This is an optimization exercise on Yosys and OpenROAD, whose aim is small area and a short achievable clock period, not a production implementation. Only simulation tests tie the RTL to the original design; equivalence was not proved.

// sidAudioPath
module sidAudioPath (
  input  logic               clk,
  input  logic               rst,
  input  logic               sampleValid,
  input  logic signed [11:0] voice0,
  input  logic signed [11:0] voice1,
  input  logic signed [11:0] voice2,
  input  logic [7:0]         env0,
  input  logic [7:0]         env1,
  input  logic [7:0]         env2,
  input  logic [2:0]         filterRoute,
  input  logic [1:0]         mode,
  input  logic [15:0]        coef,
  input  logic [3:0]         volume,
  output logic signed [15:0] audioOut,
  output logic               audioValid
);
For scale: ~4700 cells after synthesis, roughly 0.042 mm2 of cells after synthesis.
Settings: LEC_CHECK=0, CAP_MARGIN=20, CORE_MARGIN=2, CORE_UTILIZATION=40, SLEW_MARGIN=20; clock period 20.0 ns.
standard.sh (not shown) runs the stock make flow with config.mk's settings and CLKGATE_MAP_FILE= SYNTH_SCRIPT=/design/flow/synth_recipe.tcl, a recipe that flattens the netlist after the stock synthesis.
==> flow/flow/run.sh <==
#!/bin/bash
# The standard layout, with the resizer's setup repair aimed at a shorter period than the
# 20 ns constraint (the SDC itself is unchanged): paths with less than MARGIN ns of slack
# are sized up and buffered.
set -euo pipefail
MARGIN=$(cat flow/margin.txt)
bash standard.sh SETUP_SLACK_MARGIN=$MARGIN finish > standard.log 2>&1
==> flow/flow/margin.txt <==
14
The starting point went through all stages and came out clean.
Change:
==> flow/flow/margin.txt (replaced) <==
15
What happened:
- The changed run went through all stages and came out clean
- synthesized area does not change
- first-iteration DRC count climbs by roughly a tenth
- design area climbs by a few percent
- via count climbs by a few percent
- routed wire length climbs by a few percent
Change:
==> flow/flow/margin.txt (replaced) <==
13
Effect: First-iteration DRC count is lower by roughly a tenth. Setup slack degrades by 0.20 ns. Cell count drops by a few percent. Maximum frequency drops by a few percent.

---

== harbor ==
Another version of the RTL of sidAudioPath (not shown whole).
For scale: ~4100 cells after synthesis, about 110 I/O pins, roughly 0.037 mm² of cells after synthesis.
Settings: LEC_CHECK=0, ABC_AREA=1, CAP_MARGIN=20, CORE_MARGIN=2, CORE_UTILIZATION=40, CTS_CLUSTER_DIAMETER=100, CTS_CLUSTER_SIZE=30, SLEW_MARGIN=20; clock period 20.0 ns.
==> flow/flow/run.sh <==
#!/bin/bash
# The standard layout with two changes in how it is made (the SDC is unchanged):
#  - after the standard synthesis, flow/invopt.py re-places the netlist's inverters around
#    its full adders and XOR gates (a full adder is self-dual, so each may compute the
#    complements of its outputs from complemented inputs; an XOR gate absorbs an inverted
#    input by becoming an XNOR); registers and all other cells are left as they are;
#  - the resizer's setup repair aims at a shorter period than the 20 ns constraint: paths
#    with less than MARGIN ns of slack are sized up and buffered.
set -euo pipefail
MARGIN=$(cat flow/margin.txt)
R=orfs/results/sky130hd/sidAudioPath/base
bash standard.sh synth > synth.log 2>&1
cp $R/1_2_yosys.v $R/1_2_yosys_std.v
python3 flow/invopt.py $R/1_2_yosys_std.v $R/1_2_yosys.v > invopt.log 2>&1
touch $R/1_2_yosys.v
bash standard.sh SETUP_SLACK_MARGIN=$MARGIN finish > standard.log 2>&1
==> flow/flow/margin.txt <==
14.8
Other scripts of this flow, unchanged in this note and not shown: flow/flow/invopt.py
## Diff of input files: amber against harbor
==> flow/flow/margin.txt <==
15.0
--- a/flow/config.mk
+++ b/flow/config.mk
@@ -11,4 +11,2 @@
 export CORE_UTILIZATION = 40
-export CTS_CLUSTER_DIAMETER = 100
-export CTS_CLUSTER_SIZE = 30
 export SLEW_MARGIN = 20
Notes after the runs:
Compared with harbor, amber shows a data arrival time of the worst path that is 4.63 ns lower.
[compare] base=harbor new=amber: layout filler cell count dropped 110; total of buffers placed on input and output ports now sits at about the same level; global routing usage on met1 moved down; post-route worst setup slack moved up.
Of amber and harbor, harbor shows the higher hold slack, with amber below it.
What indigo does differently from amber at the input level:
==> flow/flow/margin.txt <==
14.5
Notes after the runs:
Looking at amber and indigo, the hold slack is a wash. Master of the slowest instance on the critical path = sky130_fd_sc_hd__clkdlybuf4s50_1: indigo; master of the slowest instance on the critical path = sky130_fd_sc_hd__dfxtp_2: amber. Number of placed instances with taps included of amber is on par with indigo. When indigo is set beside amber, its wire length turns out to be about 2% smaller.
Changes in fjord relative to indigo:
==> flow/flow/margin.txt <==
14.7
--- outcome ---
Going from indigo to fjord, multi-input logic area grows by about 0.6%.
Core util | fjord vs indigo | fjord higher
Post-CTS setup-driven buffer insertion count ends up lower on indigo.
The global routing usage summed across all routing layers was comparable across fjord and indigo.

---

Another version of the RTL of sidAudioPath (not shown whole).
Size: about 4400 cells after synthesis, about 110 I/O pins, roughly 0.040 sq mm of cells after synthesis.
clock: 20.0 ns
lec_check: 0
cap_margin: 20
core_margin: 2
core_utilization: 40
slew_margin: 20
==> flow/flow/run.sh <==
#!/bin/bash
# The standard layout with two changes in how it is made (the SDC is unchanged):
#  - after the standard synthesis, flow/invopt.py re-places the netlist's inverters around
#    its full adders (a full adder is self-dual, so each may compute the complements of its
#    outputs from complemented inputs); registers and all other cells are left as they are;
#  - the resizer's setup repair aims at a shorter period than the 20 ns constraint: paths
#    with less than MARGIN ns of slack are sized up and buffered.
set -euo pipefail
MARGIN=$(cat flow/margin.txt)
R=orfs/results/sky130hd/sidAudioPath/base
bash standard.sh synth > synth.log 2>&1
cp $R/1_2_yosys.v $R/1_2_yosys_std.v
python3 flow/invopt.py $R/1_2_yosys_std.v $R/1_2_yosys.v > invopt.log 2>&1
touch $R/1_2_yosys.v
bash standard.sh SETUP_SLACK_MARGIN=$MARGIN "BUFFER_PORTS_ARGS=-buffer_cell sky130_fd_sc_hd__buf_2" finish > standard.log 2>&1
Other scripts of this flow, unchanged in this note and not shown: flow/flow/invopt.py, flow/flow/margin.txt
Rerun with:
--- a/flow/flow/run.sh
+++ b/flow/flow/run.sh
@@ -14,2 +14,2 @@
 touch $R/1_2_yosys.v
-bash standard.sh SETUP_SLACK_MARGIN=$MARGIN "BUFFER_PORTS_ARGS=-buffer_cell sky130_fd_sc_hd__buf_2" finish > standard.log 2>&1
+bash standard.sh SETUP_SLACK_MARGIN=$MARGIN finish > standard.log 2>&1
Settings changed: ABC_AREA set to 1.
- clock-buffer cell count came out lower by 5
- setup slack gets better by 270 ps
- global-route usage increases by 1.6 points
- hold slack degrades by 31 ps
- routed wire length rose by roughly a tenth
- critical path depth decreases by 1

---

## the previous run
Starting RTL as in the previous note.
clock: 20.0 ns
lec_check: 0
abc_area: 1
cap_margin: 20
core_margin: 2
core_utilization: 40
slew_margin: 20
==> flow/flow/run.sh <==
#!/bin/bash
# The standard layout with two changes in how it is made (the SDC is unchanged):
#  - after the standard synthesis, flow/invopt.py re-places the netlist's inverters around
#    its full adders (a full adder is self-dual, so each may compute the complements of its
#    outputs from complemented inputs); registers and all other cells are left as they are;
#  - the resizer's setup repair aims at a shorter period than the 20 ns constraint: paths
#    with less than MARGIN ns of slack are sized up and buffered.
set -euo pipefail
MARGIN=$(cat flow/margin.txt)
R=orfs/results/sky130hd/sidAudioPath/base
bash standard.sh synth > synth.log 2>&1
cp $R/1_2_yosys.v $R/1_2_yosys_std.v
python3 flow/invopt.py $R/1_2_yosys_std.v $R/1_2_yosys.v > invopt.log 2>&1
touch $R/1_2_yosys.v
bash standard.sh SETUP_SLACK_MARGIN=$MARGIN finish > standard.log 2>&1
==> flow/flow/margin.txt <==
14.5
Other scripts of this flow, unchanged in this note and not shown: flow/flow/invopt.py
### the previous run -> the current run
==> flow/flow/margin.txt <==
14
--- a/flow/config.mk
+++ b/flow/config.mk
@@ -6,5 +6,4 @@
 export NUM_CORES = 4
 export LEC_CHECK = 0
-export ABC_AREA = 1
 export CAP_MARGIN = 20
 export CORE_MARGIN = 2
==> comparison <==
The current run completed; timing, DRC and antenna clean
Compared to the previous run, the current run has met1 routed wirelength after detailed routing 10% lower.
Between the previous run and the current run, via count of the first global-routing pass is higher for the previous run, the current run comes in under that.
Reported for the previous run and the current run, number of buffers on the longest clock path turned out identical to the last digit.
Routed wire length of the current run falls short of that of the previous run by more than 10%.
The current run vs the previous run: number of signal-net inverters in the final layout down
Sort the previous run and the current run by logic depth of the worst setup path including buffers, descending, and the current run comes first.

---

RTL: one of the versions met above, not the one the previous note started from.
For scale: roughly 4,100 cells after synthesis, roughly 0.037 sq mm of cells after synthesis.
==> flow/config.mk <==
export PLATFORM = sky130hd
export DESIGN_NAME = sidAudioPath
export DESIGN_NICKNAME = sidAudioPath
export VERILOG_FILES = /design/flow/design.v
export SDC_FILE = /design/flow/constraint.sdc
export NUM_CORES = 4
export LEC_CHECK = 0
export ABC_AREA = 1
export CAP_MARGIN = 20
export CORE_MARGIN = 2
export CORE_UTILIZATION = 40
export CTS_CLUSTER_DIAMETER = 60
export CTS_CLUSTER_SIZE = 25
export SLEW_MARGIN = 20
==> flow/constraint.sdc <==
create_clock -name core_clock -period 20.0 [get_ports {clk}]
set_input_delay 4.0000 -clock core_clock [delete_from_list [all_inputs] [get_ports {clk}]]
set_output_delay 4.0000 -clock core_clock [all_outputs]
set_load 0.01 [all_outputs]
==> flow/flow/run.sh <==
#!/bin/bash
# The standard layout with two changes in how it is made (the SDC is unchanged):
#  - after the standard synthesis, flow/invopt.py re-places the netlist's inverters around
#    its full adders and XOR gates (a full adder is self-dual, so each may compute the
#    complements of its outputs from complemented inputs; an XOR gate absorbs an inverted
#    input by becoming an XNOR); registers and all other cells are left as they are;
#  - the resizer's setup repair aims at a shorter period than the 20 ns constraint: paths
#    with less than MARGIN ns of slack are sized up and buffered.
set -euo pipefail
MARGIN=$(cat flow/margin.txt)
R=orfs/results/sky130hd/sidAudioPath/base
bash standard.sh synth > synth.log 2>&1
cp $R/1_2_yosys.v $R/1_2_yosys_std.v
python3 flow/invopt.py $R/1_2_yosys_std.v $R/1_2_yosys.v > invopt.log 2>&1
touch $R/1_2_yosys.v
bash standard.sh SETUP_SLACK_MARGIN=$MARGIN finish > standard.log 2>&1
==> flow/flow/margin.txt <==
14.8
Other scripts of this flow, unchanged in this note and not shown: flow/flow/invopt.py
The first run produced a clean layout.
Rerun with:
==> flow/flow/margin.txt (replaced) <==
15.0
- CTS_CLUSTER_DIAMETER: 60 -> 100
- CTS_CLUSTER_SIZE: 25 -> 30
Outcome: The changed run ran to the end with no violations; maximum frequency is higher by 1.5%; critical path depth is unchanged; global-route usage is lower by 0.23 points; hold slack is better by 0.0040 ns; via count is higher by 0.55%.

---

Another version of the RTL of sidAudioPath (not shown whole).
Size: ~110 I/O pins, about 37000 µm² of cells after synthesis.
## sidAudioPath
module sidAudioPath (
  input  logic               clk,
  input  logic               rst,
  input  logic               sampleValid,
  input  logic signed [11:0] voice0,
  input  logic signed [11:0] voice1,
  input  logic signed [11:0] voice2,
  input  logic [7:0]         env0,
  input  logic [7:0]         env1,
  input  logic [7:0]         env2,
  input  logic [2:0]         filterRoute,
  input  logic [1:0]         mode,
  input  logic [15:0]        coef,
  input  logic [3:0]         volume,
  output logic signed [15:0] audioOut,
  output logic               audioValid
);
export LEC_CHECK = 0
export ABC_AREA = 1
export CAP_MARGIN = 20
export CORE_MARGIN = 2
export CORE_UTILIZATION = 40
export SLEW_MARGIN = 20
export TNS_END_PERCENT = 5
create_clock -name core_clock -period 20.0 [get_ports {clk}]
==> flow/flow/margin.txt <==
14.5
Scripts as last shown in full above: flow/flow/run.sh
Other scripts of this flow, unchanged in this note and not shown: flow/flow/invopt.py
Edit:
==> flow/flow/margin.txt (replaced) <==
14.8
TNS_END_PERCENT = default   (was 5)
The changed run completed with no timing, DRC or antenna violations; routed wire length went up by a few percent; area after synthesis does not change; worst setup slack gains 0.31 ns.
Edit:
==> flow/flow/margin.txt (replaced) <==
14.5
After rerunning: Critical path depth shrinks by 20; non-clock buffer count went down by 53; count of clock-buffer cells in the layout is unchanged; final cell count went down by 0.95%; setup slack loses 0.055 ns.

---

== cedar ==
sidAudioPath, a different RTL version from the one above (not shown whole).
For scale: about 4200 cells after synthesis.
clock: 20.0 ns
lec_check: 0
abc_area: 1
cap_margin: 20
core_margin: 2
core_utilization: 40
slew_margin: 20
Scripts as last shown in full above: flow/flow/run.sh
Other scripts of this flow, unchanged in this note and not shown: flow/flow/invopt.py, flow/flow/margin.txt
The final layout from cedar, which completed every stage, passed the timing, design-rule and antenna checks at the end of the flow.
What birch does differently from cedar at the input level:
--- a/flow/config.mk
+++ b/flow/config.mk
@@ -11,0 +12 @@
+export CTS_BUF_LIST = sky130_fd_sc_hd__clkbuf_4 sky130_fd_sc_hd__clkbuf_8
Going from cedar to birch, met2 layer usage reported by global route moved down; source-to-sink clock delay at the later pin of the worst-skew pair moved up.
Run comparison: birch source of the critical timing path audioValid$_DFF_P_; cedar source of the critical timing path coef_r[15]$_DFF_P_

## static timing again, ports no longer ideal
No port has a modelled driver above. Below, the same layouts with a new extraction and two added sets of constraints.
Step 1 assumes that a clkbuf_16 drives the clock port and a buf_2 every other input.
Step 2 moves the port delays by t, midway between the first and last clock arrival at a register: inputs arrive t later, outputs are due t later. That takes back most of the time a late clock gives input paths.
a / b / c = ideal ports / drivers / drivers and shift; a / b = the first two.
run | t (ns) | setup WS [ns] | worst setup path after step 2 | latest minus earliest clock arrival (ns) | pins driven straight from the clock port
the first run of note 1 | 0.657 | 13.544 / 13.544 / 13.544 | register to register | 0.025 / 0.025 | 1
the second run of note 1 | 0.661 | 13.393 / 13.393 / 13.393 | register to register | 0.023 / 0.023 | 1
the third run of note 1 | 0.651 | 13.188 / 13.188 / 13.188 | register to register | 0.030 / 0.030 | 1
harbor | 0.673 | 14.861 / 14.858 / 14.861 | register to register | 0.035 / 0.035 | 1
amber | 0.665 | 14.938 / 14.872 / 14.988 | register to register | 0.029 / 0.028 | 1
indigo | 0.665 | 14.560 / 14.492 / 14.807 | register to register | 0.023 / 0.023 | 1
fjord | 0.663 | 14.775 / 14.710 / 14.873 | register to register | 0.021 / 0.021 | 1
the first run of note 3 | 0.684 | 13.968 / 13.968 / 13.968 | register to register | 0.044 / 0.044 | 1
the second run of note 3 | 0.682 | 14.236 / 14.236 / 14.236 | register to register | 0.043 / 0.043 | 1
the previous run | 0.679 | 14.550 / 14.477 / 14.618 | register to register | 0.050 / 0.051 | 1
the current run | 0.676 | 13.968 / 13.968 / 13.968 | register to register | 0.043 / 0.043 | 1
the first run of note 5 | 0.651 | 14.849 / 14.783 / 14.886 | register to register | 0.022 / 0.021 | 1
the second run of note 5 | 0.669 | 14.923 / 14.861 / 14.994 | register to register | 0.031 / 0.031 | 1
the first run of note 6 | 0.705 | 14.492 / 14.421 / 14.672 | register to register | 0.059 / 0.060 | 1
the second run of note 6 | 0.706 | 14.806 / 14.792 / 14.806 | register to register | 0.033 / 0.033 | 1
the third run of note 6 | 0.707 | 14.750 / 14.678 / 14.760 | register to register | 0.059 / 0.059 | 1
cedar | 0.709 | 14.757 / 14.698 / 14.757 | register to register | 0.050 / 0.050 | 1
birch | 0.757 | 14.730 / 14.666 / 14.757 | register to register | 0.038 / 0.038 | 1
After both steps setup and hold are still met in every run listed.
